From an optimization exercise on the open Yosys and OpenROAD flow, aimed at small area and few clock cycles; shortcuts taken in it are not production practice.
Function was checked by simulation only, so behaviour that the tests miss may differ from the original.

==> inputs of delta <==
Design scale_pitch_quantizer_core, start of the top module:
module scale_pitch_quantizer_core
(
   input  logic                 clock,
   input  logic                 reset,
   input  logic                 req_push,
   output logic                 req_full,
   input  logic [NOTE_W-1:0]    req_key,
   output logic                 rsp_empty,
   input  logic                 rsp_pop,
   output logic [NOTE_W-1:0]    rsp_scale_note,
   input  logic                 csr_we,
   input  logic [CSR_IDX_W-1:0] csr_index,
   input  logic [CSR_W-1:0]     csr_wdata
);
Settings: LEC_CHECK=0, CAP_MARGIN=20, CORE_MARGIN=2, CORE_UTILIZATION=40, SLEW_MARGIN=20; clock period 10.0 ns.
run.sh (not shown) runs the stock make flow with config.mk's settings and CLKGATE_MAP_FILE= SYNTH_SCRIPT=/design/flow/synth_recipe.tcl, a recipe that flattens the netlist after the stock synthesis.
==> violet (differences from delta) <==
--- a/flow/design.v
+++ b/flow/design.v
@@ -59,18 +59,18 @@
 #(
    parameter int SPLIT = 2
 ) (
    input  logic                  clock,
    input  logic                  reset,
    input  logic [NOTE_W-1:0]     lowest,
    input  logic                  octave,
    input  logic [2*STEPS-1:0]    steps,
-   input  logic [STEPS/2-1:0][5:0] odd,
-   input  logic [5:0]            period,
+   input  logic [STEPS/2-2:0][5:0] even,
+   input  logic [5:0]            period_n,
    input  logic                  key_take,
    input  logic [NOTE_W-1:0]     key_in,
    input  logic                  note_take,
    output logic                  key_valid,
    output logic                  note_valid,
    output logic [LEAD_W-1:0]     lead,
    input  logic [LEAD_W-1:0]     head,
    output logic [NOTE_W-1:0]     note
@@ -82,115 +82,115 @@
    logic [NOTE_W-1:0] above;
    logic              below;
    logic [NOTE_W-1:0] base_in;
    logic [NOTE_W-1:0] part_in;
    logic [NOTE_W-1:0] base_ff;
    logic [NOTE_W-1:0] part_ff;
    logic              valid_ff;
    logic [NOTE_W-1:0] rem;
-   logic [STEPS/2-1:0] past;
-   logic [STEPS/2:0]  hit;
+   logic [STEPS/2-2:0] past;
+   logic [STEPS/2-1:0] hit;
    logic [1:0]        pos_lo;
    logic [1:0]        step_m1;
    logic [3:0]        into;
    logic [3:0]        size;
    logic              up;
    logic [NOTE_W:0]   lower;
    logic [NOTE_W:0]   upper;
    function automatic logic [NOTE_W-1:0] reduce(input logic [NOTE_W-1:0] part,
-                                                input logic [5:0] per, input int i);
+                                                input logic [5:0] per_n, input int i);
       logic [NOTE_W-1:0] diff;
-      logic              bw;
+      logic              cy;
       logic              x;
       logic              y;
       logic              fits;
-      bw   = 1'b0;
+      cy   = 1'b1;
       diff = part;
       fits = 1'b1;
       for (int b = 0; b < NOTE_W; b++) begin
          if (b >= i) begin
             x       = part[b];
-            y       = (b - i < 6) ? per[(b - i) % 6] : 1'b0;
-            diff[b] = x ^ y ^ bw;
-            bw      = (!x & y) | (bw & !(x ^ y));
+            y       = (b - i < 6) ? per_n[(b - i) % 6] : 1'b1;
+            diff[b] = x ^ y ^ cy;
+            cy      = (x & y) | (cy & (x ^ y));
          end
       end
       for (int b = 0; b < 6; b++) begin
          if (b + i >= NOTE_W) begin
-            fits = fits & !per[b];
+            fits = fits & per_n[b];
          end
       end
-      reduce = (fits && !bw) ? diff : part;
+      reduce = (fits && cy) ? diff : part;
    endfunction
    always_comb begin
       logic bw;
-      key_c = {key[6:1], key[0] & !(&key[6:1])};
+      key_c = key;
       bw    = 1'b0;
       for (int b = 0; b < NOTE_W; b++) begin
          above[b] = key_c[b] ^ lowest[b] ^ bw;
          bw       = (!key_c[b] & lowest[b]) | (bw & !(key_c[b] ^ lowest[b]));
       end
-      below   = bw || (above == '0);
+      below   = bw;
       base_in = below ? lowest : key_c;
       part_in = below ? '0 : above;
       for (int i = NOTE_W - 1; i >= SPLIT; i--) begin
-         part_in = reduce(part_in, period, i);
+         part_in = reduce(part_in, period_n, i);
       end
    end
    assign key_move = key_valid_ff && (!valid_ff || note_take);
    always_ff @(posedge clock) begin
       if (reset) begin
          key_valid_ff <= 1'b0;
          valid_ff     <= 1'b0;
       end else begin
          key_valid_ff <= key_take || (key_valid_ff && !key_move);
          valid_ff     <= key_move || (valid_ff && !note_take);
       end
       if (key_take) begin
-         key <= key_in;
+         key <= {key_in[6:1], key_in[0] & !(&key_in[6:1])};
       end
       if (key_move) begin
          base_ff <= base_in;
          part_ff <= part_in;
       end
    end
    always_comb begin
       logic bw;
       logic [2:0] off;
       logic [1:0] m_a;
       logic [1:0] m_b;
       logic [2:0] base3;
       rem = part_ff;
       for (int i = SPLIT - 1; i >= 0; i--) begin
-         rem = reduce(rem, period, i);
+         rem = reduce(rem, period_n, i);
       end
-      for (int k = 0; k < STEPS / 2; k++) begin
+      for (int k = 0; k < STEPS / 2 - 1; k++) begin
          bw = 1'b0;
          for (int b = 0; b < 6; b++) begin
-            bw = (!rem[b] & odd[k][b]) | (!rem[b] & bw) | (odd[k][b] & bw);
+            bw = (!rem[b] & even[k][b]) | (!rem[b] & bw) | (even[k][b] & bw);
          end
          past[k] = !bw;
       end
       hit[0] = !past[0];
-      for (int k = 0; k < STEPS / 2; k++) begin
-         hit[k+1] = past[k] && ((k == STEPS / 2 - 1) || !past[(k + 1) % (STEPS / 2)]);
+      for (int k = 1; k < STEPS / 2; k++) begin
+         hit[k] = past[k-1] && ((k == STEPS / 2 - 1) || !past[k % (STEPS / 2 - 1)]);
       end
       base3 = '0;
-      m_a   = hit[0] ? steps[1:0] : 2'b0;
+      m_a   = '0;
       m_b   = '0;
       for (int k = 0; k < STEPS / 2; k++) begin
-         base3 = base3 | (hit[k+1] ? odd[k][2:0] : 3'b0);
-         m_a   = m_a | (hit[k+1] ? steps[2*(2*k+1) +: 2] : 2'b0);
-         if (k < STEPS / 2 - 1) begin
-            m_b = m_b | (hit[k+1] ? steps[2*(2*k+2) +: 2] : 2'b0);
+         if (k > 0) begin
+            base3 = base3 | (hit[k] ? even[(k + STEPS / 2 - 2) % (STEPS / 2 - 1)][2:0] : 3'b0);
          end
+         m_a = m_a | (hit[k] ? steps[4*k +: 2] : 2'b0);
+         m_b = m_b | (hit[k] ? steps[4*k+2 +: 2] : 2'b0);
       end
       off = rem[2:0] - base3;
-      if (!hit[0] && (off > {1'b0, m_a})) begin
+      if (off > {1'b0, m_a}) begin
          pos_lo  = off[1:0] - m_a - 2'd1;
          step_m1 = m_b;
       end else begin
          pos_lo  = off[1:0];
          step_m1 = m_a;
       end
    end
    always_comb begin
@@ -222,37 +222,35 @@
    input  logic                  clock,
    input  logic                  reset,
    input  logic                  csr_we,
    input  logic [CSR_IDX_W-1:0]  csr_index,
    input  logic [CSR_W-1:0]      csr_wdata,
    output logic [NOTE_W-1:0]     lowest,
    output logic                  octave,
    output logic [2*STEPS-1:0]    steps,
-   output logic [STEPS/2-1:0][5:0] odd,
-   output logic [5:0]            period
+   output logic [STEPS/2-2:0][5:0] even,
+   output logic [5:0]            period_n
 );
    logic [COUNT_W-1:0]      count;
    logic [NOTE_W-1:0]       base_w;
    logic [NOTE_W-1:0]       lowest_w;
-   logic [COUNT_W-1:0]      count_w;
    logic [2*STEPS-1:0]      steps_w;
    logic [STEPS-1:0][3:0]   size;
    logic [STEPS/2-1:0][5:0] pair;
    logic [5:0]              sum_all;
    always_comb begin
       base_w = csr_wdata[NOTE_W-1:0];
       if (base_w >= 7'd21) begin
          lowest_w = base_w;
       end else if (base_w >= 7'd9) begin
          lowest_w = base_w + 7'd12;
       end else begin
          lowest_w = base_w + 7'd24;
       end
-      count_w = (csr_wdata[3:0] > 4'd12) ? 4'd12 : csr_wdata[3:0];
       for (int i = 0; i < STEPS; i++) begin
          unique case (csr_wdata[3*i +: 3])
             3'd2:    steps_w[2*i +: 2] = 2'd1;
             3'd3:    steps_w[2*i +: 2] = 2'd2;
             3'd4:    steps_w[2*i +: 2] = 2'd3;
             default: steps_w[2*i +: 2] = 2'd0;
          endcase
       end
@@ -260,17 +258,17 @@
    always_ff @(posedge clock) begin
       if (reset) begin
          lowest <= LOWEST_RESET;
          count  <= COUNT_RESET;
          steps  <= STEPS_RESET;
       end else if (csr_we) begin
          unique case (csr_index)
             CSR_BASE_NOTE:    lowest <= lowest_w;
-            CSR_STEP_COUNT:   count  <= count_w;
+            CSR_STEP_COUNT:   count  <= csr_wdata[COUNT_W-1:0];
             CSR_STEP_PATTERN: steps  <= steps_w;
             default: ;
          endcase
       end
    end
    assign octave = (count == '0);
    always_comb begin
       for (int i = 0; i < STEPS; i++) begin
@@ -296,30 +294,27 @@
             x       = a[k];
             y       = b[k];
             add6[k] = x ^ y ^ cy;
             cy      = (x & y) | (cy & (x ^ y));
          end
       end
    endfunction
    always_comb begin
-      odd[0] = {2'b0, size[0]};
-      for (int k = 1; k < STEPS / 2; k++) begin
-         pair[k]  = add6({2'b0, size[2*k-1]}, {2'b0, size[2*k]}, 4);
-         odd[k]   = add6(odd[k-1], pair[k], (k < 2) ? 4 : (k < 4) ? 5 : 6);
+      for (int k = 0; k < STEPS / 2; k++) begin
+         pair[k] = add6({2'b0, size[2*k]}, {2'b0, size[2*k+1]}, 4);
+      end
+      even[0] = pair[0];
+      for (int k = 1; k < STEPS / 2 - 1; k++) begin
+         even[k] = add6(even[k-1], pair[k], (k < 3) ? 5 : 6);
       end
-      pair[0] = '0;
-      sum_all = add6(odd[STEPS/2-1], {2'b0, size[STEPS-1]}, 6);
+      sum_all = add6(even[STEPS/2-2], pair[STEPS/2-1], 6);
    end
    always_ff @(posedge clock) begin
-      if (reset) begin
-         period <= 6'd12;
-      end else begin
-         period <= sum_all;
-      end
+      period_n <= ~sum_all;
    end
 endmodule
 import spq_pkg::*;
 module scale_pitch_quantizer_core
 (
    input  logic                 clock,
    input  logic                 reset,
    input  logic                 req_push,
@@ -330,48 +325,48 @@
    output logic [NOTE_W-1:0]    rsp_scale_note,
    input  logic                 csr_we,
    input  logic [CSR_IDX_W-1:0] csr_index,
    input  logic [CSR_W-1:0]     csr_wdata
 );
    logic [NOTE_W-1:0]  lowest;
    logic               octave;
    logic [2*STEPS-1:0] steps;
-   logic [STEPS/2-1:0][5:0] odd;
-   logic [5:0]         period;
+   logic [STEPS/2-2:0][5:0] even;
+   logic [5:0]         period_n;
    logic               key_take;
    logic               note_valid;
    logic               note_take;
    logic [LEAD_W-1:0]  lead;
    logic [LEAD_W-1:0]  head;
    logic               rsp_full;
    logic               key_valid;
    spq_scale_builder u_builder (
       .clock     (clock),
       .reset     (reset),
       .csr_we    (csr_we),
       .csr_index (csr_index),
       .csr_wdata (csr_wdata),
       .lowest    (lowest),
       .octave    (octave),
       .steps     (steps),
-      .odd       (odd),
-      .period    (period)
+      .even      (even),
+      .period_n  (period_n)
    );
    assign req_full  = key_valid && note_valid && rsp_full;
    assign key_take  = req_push && !req_full;
    assign note_take = note_valid && !rsp_full;
    spq_note_lookup u_lookup (
       .clock      (clock),
       .reset      (reset),
       .lowest     (lowest),
       .octave     (octave),
       .steps      (steps),
-      .odd        (odd),
-      .period     (period),
+      .even       (even),
+      .period_n   (period_n),
       .key_take   (key_take),
       .key_in     (req_key),
       .note_take  (note_take),
       .key_valid  (key_valid),
       .note_valid (note_valid),
       .lead       (lead),
       .head       (head),
       .note       (rsp_scale_note)
==> flow/flow/run.sh (new file) <==
#!/bin/bash
# The standard layout, with the port buffers made of the smallest buffer cell
# (buf_1) instead of the cell buffer_ports picks by default. The make output
# is kept in standard_make.log; the tools' own logs stay under orfs/logs/.
set -euo pipefail
export BUFFER_PORTS_ARGS="-buffer_cell sky130_fd_sc_hd__buf_1"
bash standard.sh > standard_make.log 2>&1
==> flow/standard.sh (new file) <==
#!/bin/bash
# synth_recipe.tcl (not shown) runs the flow's synth.tcl, then flattens the netlist and writes it again
# the make line also repeats each setting of config.mk as NAME=value (left out here)
make -C /OpenROAD-flow-scripts/flow DESIGN_CONFIG=/design/flow/config.mk WORK_HOME=/design/flow/orfs CLKGATE_MAP_FILE= SYNTH_SCRIPT=/design/flow/synth_recipe.tcl "${@:-finish}"
ABC_AREA = 1   (was not set)
CORE_UTILIZATION = 55   (was 40)
CTS_BUF_LIST = sky130_fd_sc_hd__clkbuf_8   (was not set)
removed: flow/run.sh
==> pepper (differences from delta) <==
ABC_AREA = 1   (was not set)
==> comparison <==
Against violet, the core utilization of pepper is lower by 13 points. The highest first-iteration DRC count belongs to delta, the lowest to pepper. Against violet, the non-clock buffer count of delta is higher by 71. Against violet, the cell area of pepper is higher by about 12%. Via count, highest first: pepper, delta, violet.
==> figures <==
	violet	pepper	delta
Status	timing/DRC/antenna clean	timing/DRC/antenna clean	timing/DRC/antenna clean
Mapped Avg Cell Area	7.92 um^2	7.68 um^2	9.14 um^2
Reg-to-reg critical path startpoint	u_lookup.key[0]	u_builder.count[1]	u_builder.count[1]
Depth of the most critical reg-to-reg path	40	46	45
Storage cell area	2130 um^2	2140 um^2	2140 um^2
Met2 usage in global routing	42.1%	31.3%	31.0%
Met2 routed wirelength	8040 um	8260 um	8580 um
Worst-case hold slack	488 ps	477 ps	474 ps
Distinct cell type count after synthesis	52	47	72
Area of all placed cells without fillers	8280 um^2	9250 um^2	9600 um^2
Share of the final layout cell area in sequential cells	25.8%	23.1%	22.3%
Clock network contribution to total cell area	2.36%	3.30%	3.21%
Testbench counts of delta, summed over its fixed seeds: cycles 9,830.
Testbench counts of violet, summed over its fixed seeds: cycles 9,830.
Testbench counts of pepper, summed over its fixed seeds: cycles 9,830.

separate check: timing with driven ports:
No port has a modelled driver above. Below, the same layouts with a new extraction and two added sets of constraints.
Step 1: set_driving_cell puts a clkbuf_16 on clock and a buf_2 on each other input, an assumption about the parent block.
Step 2 times the ports against the registers' clock, not the clock port: input delays grow and output delays shrink by t, the midpoint of the rising clock arrivals with the driver on.
a / b / c = ideal / step 1 / step 2; a / b = the first two.
run | t, ns | setup slack, ns | hold WS [ns] | clock arrival spread, ns | worst slew at a driven data input, ns
delta | 0.395 | 0.245 / 0.245 / 0.245 | 0.474 / 0.474 / 0.474 | 0.010 / 0.011 | 0.04
violet | 0.403 | 0.431 / 0.431 / 0.431 | 0.488 / 0.488 / 0.488 | 0.007 / 0.007 | 0.03
pepper | 0.388 | 0.491 / 0.491 / 0.491 | 0.477 / 0.477 / 0.477 | 0.007 / 0.008 | 0.05
After both steps every run listed still meets setup and hold.
